This design comes from an exercise in tuning for small area on the open sky130 flow, not from production work.
Only simulation tests tie the RTL to the original design; equivalence was not proved.

job 8289:
==> flow/design.v (excerpt) <==
module key_expansion_ctrl #(
    parameter int KEY_W      = 128,
    parameter int NUM_ROUNDS = 10
) (
    input  logic             clk,
    input  logic             n_rst,
    input  logic             start,
    input  logic [KEY_W-1:0] key_in,
    output logic             busy,
    output logic             done,
    input  logic [3:0]       rd_addr,
    output logic [KEY_W-1:0] rd_key
);
    logic         busy_q, done_q;
    logic [3:0]   n_q;               
    logic [1:0]   m_q;               
    logic [127:0] kr_q [0:2];        
    logic [31:0]  a1_q [0:2];        
    logic [31:0]  a2_q [0:2];        
    logic [31:0]  a3_q [0:1];        
    logic         h_q;               
    logic [127:0] rd_key_q;
    logic         load;              
    logic         last;              
    logic         stepping;          
    logic         use_step;          
    logic [3:0]   ra;                
    logic [1:0]   rg, rj;            
    logic         valid;
    logic [2:0]   sel;               
    logic [127:0] ke;
    logic [31:0]  x1, x2, x3;
    logic [31:0]  a_o, b_o, c_o, d_o;
    logic [127:0] key_s, step_s;
    logic [3:0]   rc_n;
    assign load     = start & ~busy_q;
    assign last     = done_q & (n_q == 4'd10);
    assign stepping = busy_q | last;
    assign use_step = (busy_q & (n_q != 4'd0)) | (last & (rd_addr == 4'd10));
    assign ra    = busy_q ? 4'd0 : rd_addr;
    assign rg    = ra[3:2];
    assign rj    = ra[1:0];
    assign valid = ~use_step & (ra <= 4'd10);
  ...
export LEC_CHECK = 0
export CAP_MARGIN = 0
export CORE_MARGIN = 2
export CORE_UTILIZATION = 70
export GPL_TIMING_DRIVEN = 0
export SLEW_MARGIN = 0
create_clock -name core_clock -period 10.0 [get_ports {clk}]
standard.sh (not shown) runs the stock make flow with config.mk's settings and CLKGATE_MAP_FILE= SYNTH_SCRIPT=/design/flow/synth_recipe.tcl, a recipe that flattens the netlist after the stock synthesis.
==> flow/flow/run.sh <==
#!/bin/bash
# Own layout flow: the standard layout (standard.sh), with these changes:
#  - synthesis maps the logic with an area-oriented ABC script (synth_area.tcl, area.abc);
#    registers are untouched, so their names and cells are the standard synthesis's;
#  - port buffers use the smallest buffer cell;
#  - clock tree synthesis uses smaller clock buffers and no dummy loads.
# make's full output goes to make_flow.log here; ORFS keeps each step's log under orfs/logs.
set -euo pipefail
here=$(pwd)
export FLOW_ABC_SCRIPT=$here/flow/area.abc
export FLOW_STD_SYNTH=$here/synth_recipe.tcl
sed "s#SYNTH_SCRIPT=[^ ]*#SYNTH_SCRIPT=$here/flow/synth_area.tcl#" standard.sh > own_standard.sh
grep -q "SYNTH_SCRIPT=$here/flow/synth_area.tcl" own_standard.sh
bash own_standard.sh \
  "BUFFER_PORTS_ARGS=-buffer_cell sky130_fd_sc_hd__buf_1" \
  "CTS_ARGS=-sink_clustering_enable -repair_clock_nets -dont_use_dummy_load -buf_list sky130_fd_sc_hd__clkbuf_4 -sink_clustering_size 10 -sink_clustering_max_diameter 30" \
  finish > make_flow.log 2>&1
==> flow/flow/area.abc <==
&get -n
&st
&dch
&nf -R 1000
&put
==> flow/flow/synth_area.tcl <==
# Synthesis as synth_recipe.tcl (the standard synthesis), with one change: ABC maps the
# combinational logic for area (area.abc) instead of with ORFS's delay-oriented script.
# Registers are not touched by abc, so their names and cells stay those of the standard run.
proc abc {args} {
  set i [lsearch -exact $args -script]
  if { $i >= 0 } {
    lset args [expr { $i + 1 }] $::env(FLOW_ABC_SCRIPT)
  }
  yosys abc {*}$args
}
source $::env(FLOW_STD_SYNTH)
diff inputs: job 8289 => job 4728
# job 8289
export LEC_CHECK = 0
export CAP_MARGIN = 0
export CORE_MARGIN = 2
export CORE_UTILIZATION = 70
export GPL_TIMING_DRIVEN = 0
export SLEW_MARGIN = 0
create_clock -name core_clock -period 10.0 [get_ports {clk}]
# job 4728
export LEC_CHECK = 0
export CAP_MARGIN = 10
export CORE_MARGIN = 2
export CORE_UTILIZATION = 60
export GPL_TIMING_DRIVEN = 0
export SLEW_MARGIN = 10
create_clock -name core_clock -period 10.0 [get_ports {clk}]
==> flow/flow/area.abc <==
&get -n
&st
&dch
&nf -R 1000 -E 100 -p -C 32 -F 8 -A 4
&put
==> summary.txt <==
- Against job 8289, job 4728 comes in about 1.2% lower on total standard cell area after synthesis.
- Job 4728 vs job 8289, number of antenna diodes went down by 3.
- Relative to job 8289, the fraction of standard cell area in multi-input logic of job 4728 is lower by 0.84 points.
- Summary of job 4728 over job 8289: register-to-register slack now larger; detailed-routing wirelength on met1 saw an increase; worst hold slack after final layout decreased by 9.1 ps relative to the old numbers; placed wire-length estimate moved down.
- Summary — clock slew seen by the registers of the worst setup and hold paths, job 4728 relative to job 8289: higher, by 20 ps.

rev 12:
Another version of the RTL of key_expansion_ctrl (not shown whole).
Size in the first run: roughly 810 flip-flops, roughly 270 I/O pins, roughly 0.031 mm² of cells after synthesis.
// key_expansion_ctrl
module key_expansion_ctrl #(
    parameter int KEY_W      = 128,
    parameter int NUM_ROUNDS = 10
) (
    input  logic             clk,
    input  logic             n_rst,
    input  logic             start,
    input  logic [KEY_W-1:0] key_in,
    output logic             busy,
    output logic             done,
    input  logic [3:0]       rd_addr,
    output logic [KEY_W-1:0] rd_key
);
export LEC_CHECK = 0
export CAP_MARGIN = 20
export CORE_MARGIN = 2
export CORE_UTILIZATION = 60
export GPL_TIMING_DRIVEN = 0
export SLEW_MARGIN = 20
create_clock -name core_clock -period 10.0 [get_ports {clk}]
==> flow/flow/run.sh <==
#!/bin/bash
# Own layout flow: the standard layout (standard.sh), with these changes:
#  - synthesis maps the logic with an area-oriented ABC script (synth_area.tcl, area.abc);
#    registers are untouched, so their names and cells are the standard synthesis's;
#  - port buffers use the smallest buffer cell;
#  - clock tree synthesis uses smaller clock buffers and no dummy loads.
# make's full output goes to make_flow.log here; ORFS keeps each step's log under orfs/logs.
set -euo pipefail
here=$(pwd)
export FLOW_ABC_SCRIPT=$here/flow/area.abc
export FLOW_STD_SYNTH=$here/synth_recipe.tcl
sed "s#SYNTH_SCRIPT=[^ ]*#SYNTH_SCRIPT=$here/flow/synth_area.tcl#" standard.sh > own_standard.sh
grep -q "SYNTH_SCRIPT=$here/flow/synth_area.tcl" own_standard.sh
bash own_standard.sh \
  "BUFFER_PORTS_ARGS=-buffer_cell sky130_fd_sc_hd__buf_1" \
  "CTS_ARGS=-sink_clustering_enable -repair_clock_nets -dont_use_dummy_load -buf_list sky130_fd_sc_hd__clkbuf_8" \
  finish > make_flow.log 2>&1
==> flow/flow/area.abc <==
&get -n
&st
&dch
&nf -R 1000
&put
Scripts as last shown in full above: flow/flow/synth_area.tcl
Rev 12: PASS, flow complete, no timing, DRC or antenna violations
What rev 13 does differently from rev 12 at the input level:
-- flow/flow/run.sh --
<<< rev 12, line 16
  "CTS_ARGS=-sink_clustering_enable -repair_clock_nets -dont_use_dummy_load -buf_list sky130_fd_sc_hd__clkbuf_8" \
>>> rev 13, line 16
  "CTS_ARGS=-sink_clustering_enable -repair_clock_nets -dont_use_dummy_load -buf_list sky130_fd_sc_hd__clkbuf_4" \
-- flow/config.mk --
<<< rev 12, line 8
export CAP_MARGIN = 20
>>> rev 13, line 8
export CAP_MARGIN = 10
<<< rev 12, line 10
export CORE_UTILIZATION = 60
>>> rev 13, line 10
export CORE_UTILIZATION = 70
<<< rev 12, line 12
export SLEW_MARGIN = 20
>>> rev 13, line 12
export SLEW_MARGIN = 10
==> comparison <==
- The global-route usage in rev 13 was higher than what rev 12 gave.
- Rev 13 vs rev 12 — buffer count excluding the clock tree in the final layout dropped about 2.7%.
- Clock period minus final worst setup slack in rev 13 vs rev 12: down 180 ps

== v24 ==
RTL: one of the versions met above, not the one the previous note started from.
For scale: ~780 flip-flops, roughly 270 I/O pins, about 0.031 mm² of cells after synthesis.
clock: 10.0 ns
lec_check: 0
cap_margin: 10
core_margin: 2
core_utilization: 70
gpl_timing_driven: 0
slew_margin: 10
==> flow/flow/run.sh <==
#!/bin/bash
# Own layout flow: the standard layout (standard.sh), with these changes:
#  - synthesis maps the logic with an area-oriented ABC script (synth_area.tcl, area.abc);
#    registers are untouched, so their names and cells are the standard synthesis's;
#  - port buffers use the smallest buffer cell;
#  - clock tree synthesis uses smaller clock buffers and no dummy loads.
# make's full output goes to make_flow.log here; ORFS keeps each step's log under orfs/logs.
set -euo pipefail
here=$(pwd)
export FLOW_ABC_SCRIPT=$here/flow/area.abc
export FLOW_STD_SYNTH=$here/synth_recipe.tcl
sed "s#SYNTH_SCRIPT=[^ ]*#SYNTH_SCRIPT=$here/flow/synth_area.tcl#" standard.sh > own_standard.sh
grep -q "SYNTH_SCRIPT=$here/flow/synth_area.tcl" own_standard.sh
bash own_standard.sh \
  "BUFFER_PORTS_ARGS=-buffer_cell sky130_fd_sc_hd__buf_1" \
  "CTS_ARGS=-sink_clustering_enable -repair_clock_nets -dont_use_dummy_load -buf_list sky130_fd_sc_hd__clkbuf_4 -sink_clustering_size 10 -sink_clustering_max_diameter 30" \
  finish > make_flow.log 2>&1
Scripts as last shown in full above: flow/flow/area.abc, flow/flow/synth_area.tcl
v24: full flow OK, the timing, DRC and antenna checks passed
Input changes introduced in v16 (baseline for comparison: v24):
==> flow/flow/area.abc <==
&get -n
&st
&deepsyn -T 60
&dch
&nf -R 1000 -E 100 -p -C 32 -F 8 -A 4
&put
==> comparison <==
v16 completed; timing, DRC and antenna clean. Fmax: v16 above v24. Summary — register-to-register slack, v16 relative to v24: higher, by 0.15 ns. As far as number of buffer cells added on primary ports goes, v24 and v16 are indistinguishable; the numbers are identical. Higher global-route wire length before repair was reported by v24, not v16. The run with more setup slack is v16; v24 has less.
#### Input delta (v54 over v16)
-- flow/flow/area.abc --
<<< v16, line 3
&deepsyn -T 60
>>> v54, line 3
--- outcome ---
The standard cell with the maximum stage delay on the critical path comes out and2_2 in one run and dfxtp_1 in the other, namely in v54 and v16 respectively.
Row sequential share of layout area: v54 higher / v16 lower
Taking v16 as the reference, in v54 sum of net half-perimeters after detailed placement decreased 3.0%, initial DRC count decreased 291, non-filler instance count after layout increased about 0.6%.
v54 ended with more antenna diode count than v16.
v16 → v54: post-synthesis average cell area now sits lower; final weighted congestion in routability-driven placement -about 3.3%.
Of the two values seen for type of the worst setup path, reg2reg was produced by v16 and in2reg by v54.
Edits applied to the flow inputs when going from v54 to v53:
-- flow/flow/run.sh --
<<< v54, line 16
  "CTS_ARGS=-sink_clustering_enable -repair_clock_nets -dont_use_dummy_load -buf_list sky130_fd_sc_hd__clkbuf_4 -sink_clustering_size 10 -sink_clustering_max_diameter 30" \
>>> v53, line 16
  "CTS_ARGS=-sink_clustering_enable -repair_clock_nets -dont_use_dummy_load -buf_list {sky130_fd_sc_hd__clkbuf_2 sky130_fd_sc_hd__clkbuf_4} -sink_clustering_size 8 -sink_clustering_max_diameter 30" \
==> flow/flow/area.abc <==
&get -n
&st
&dch
&nf -R 1000
&put
==> summary.txt <==
Synthesized netlist cell count, v53 vs v54: up by more than 10%
In the tables for v54 and v53, critical path depth reads higher with v53.
Compared to v54, v53 has hold slack 0.028 ns higher.
v53 ends up with a worst slack after detailed placement that is 1.04 ns higher than in v54.
Highest clock frequency the design can meet: v54 and v53 compared, higher one is v53
v53 vs. v54: area share of buffers outside the clock network went up by 0.22 points.
In the flow results for v54 and v53, the final worst-path cycle share is smaller on v53.
v53 ended up with a higher synthesis-to-layout area growth than v54 did.
[compare] base=v54 new=v53: fraction of area in multi-input gates now sits higher, number of global-route vias before repair now sits higher.
Here is what was changed in the inputs of v40 compared with v53.
-- flow/flow/run.sh --
<<< v53, line 16
  "CTS_ARGS=-sink_clustering_enable -repair_clock_nets -dont_use_dummy_load -buf_list {sky130_fd_sc_hd__clkbuf_2 sky130_fd_sc_hd__clkbuf_4} -sink_clustering_size 8 -sink_clustering_max_diameter 30" \
>>> v40, line 16
  "CTS_ARGS=-sink_clustering_enable -repair_clock_nets -dont_use_dummy_load -buf_list sky130_fd_sc_hd__clkbuf_8 -sink_clustering_size 16 -sink_clustering_max_diameter 40" \
### Flow results
- v40: flow completed, timing, DRC and antenna clean
- For the worst setup slack, v40 came in 0.020 ns higher than v53 did.
- Density: v40 denser than v53
- v53 was routed with more vias than v40.
- v40 against v53: count of clock-buffer cells in the layout went down 52, hold slack went down 0.012 ns, source-to-sink clock delay at the later pin of the worst-skew pair went down 0.32 ns.

-- what the ideal ports hide --
Ports are ideal in the flow. The routed layouts listed here were re-timed in OpenROAD. Step 1 assumes that a clkbuf_16 drives the clock port and a buf_2 every other input. Step 2, shift: input delay + t, output delay - t, t = (earliest + latest rising clock arrival at the registers) / 2. This alone moves slack from input paths to output paths. Slacks: ideal / step 1 / step 2; pairs: ideal / step 1.
run	shift t [ns]	setup WS [ns]	worst setup path after step 2	latest minus earliest clock arrival (ns)	slew at the worst register clock pin (ns)
job 8289	1.071	3.177 / 3.177 / 2.496	input to register	0.099 / 0.100	0.11 / 0.11
job 4728	1.019	2.492 / 2.502 / 1.483	input to register	0.124 / 0.124	0.11 / 0.11
rev 12	0.827	2.976 / 2.976 / 2.685	input to register	0.055 / 0.054	0.06 / 0.06
rev 13	1.034	3.152 / 3.152 / 2.176	input to register	0.099 / 0.100	0.07 / 0.07
v24	1.027	3.205 / 3.205 / 2.685	input to register	0.099 / 0.099	0.11 / 0.11
v16	1.056	3.355 / 3.355 / 2.496	input to register	0.104 / 0.104	0.11 / 0.11
v54	1.020	2.434 / 2.460 / 1.440	input to register	0.102 / 0.102	0.11 / 0.11
v53	1.071	3.189 / 3.189 / 2.696	input to register	0.079 / 0.079	0.09 / 0.09
v40	0.740	3.209 / 3.209 / 2.692	input to register	0.079 / 0.080	0.10 / 0.10
After both steps setup and hold are still met in every run listed. For job 4728, which loses most, drivers alone change the setup slack by +0.010 ns; drivers and shift together by -1.009 ns.
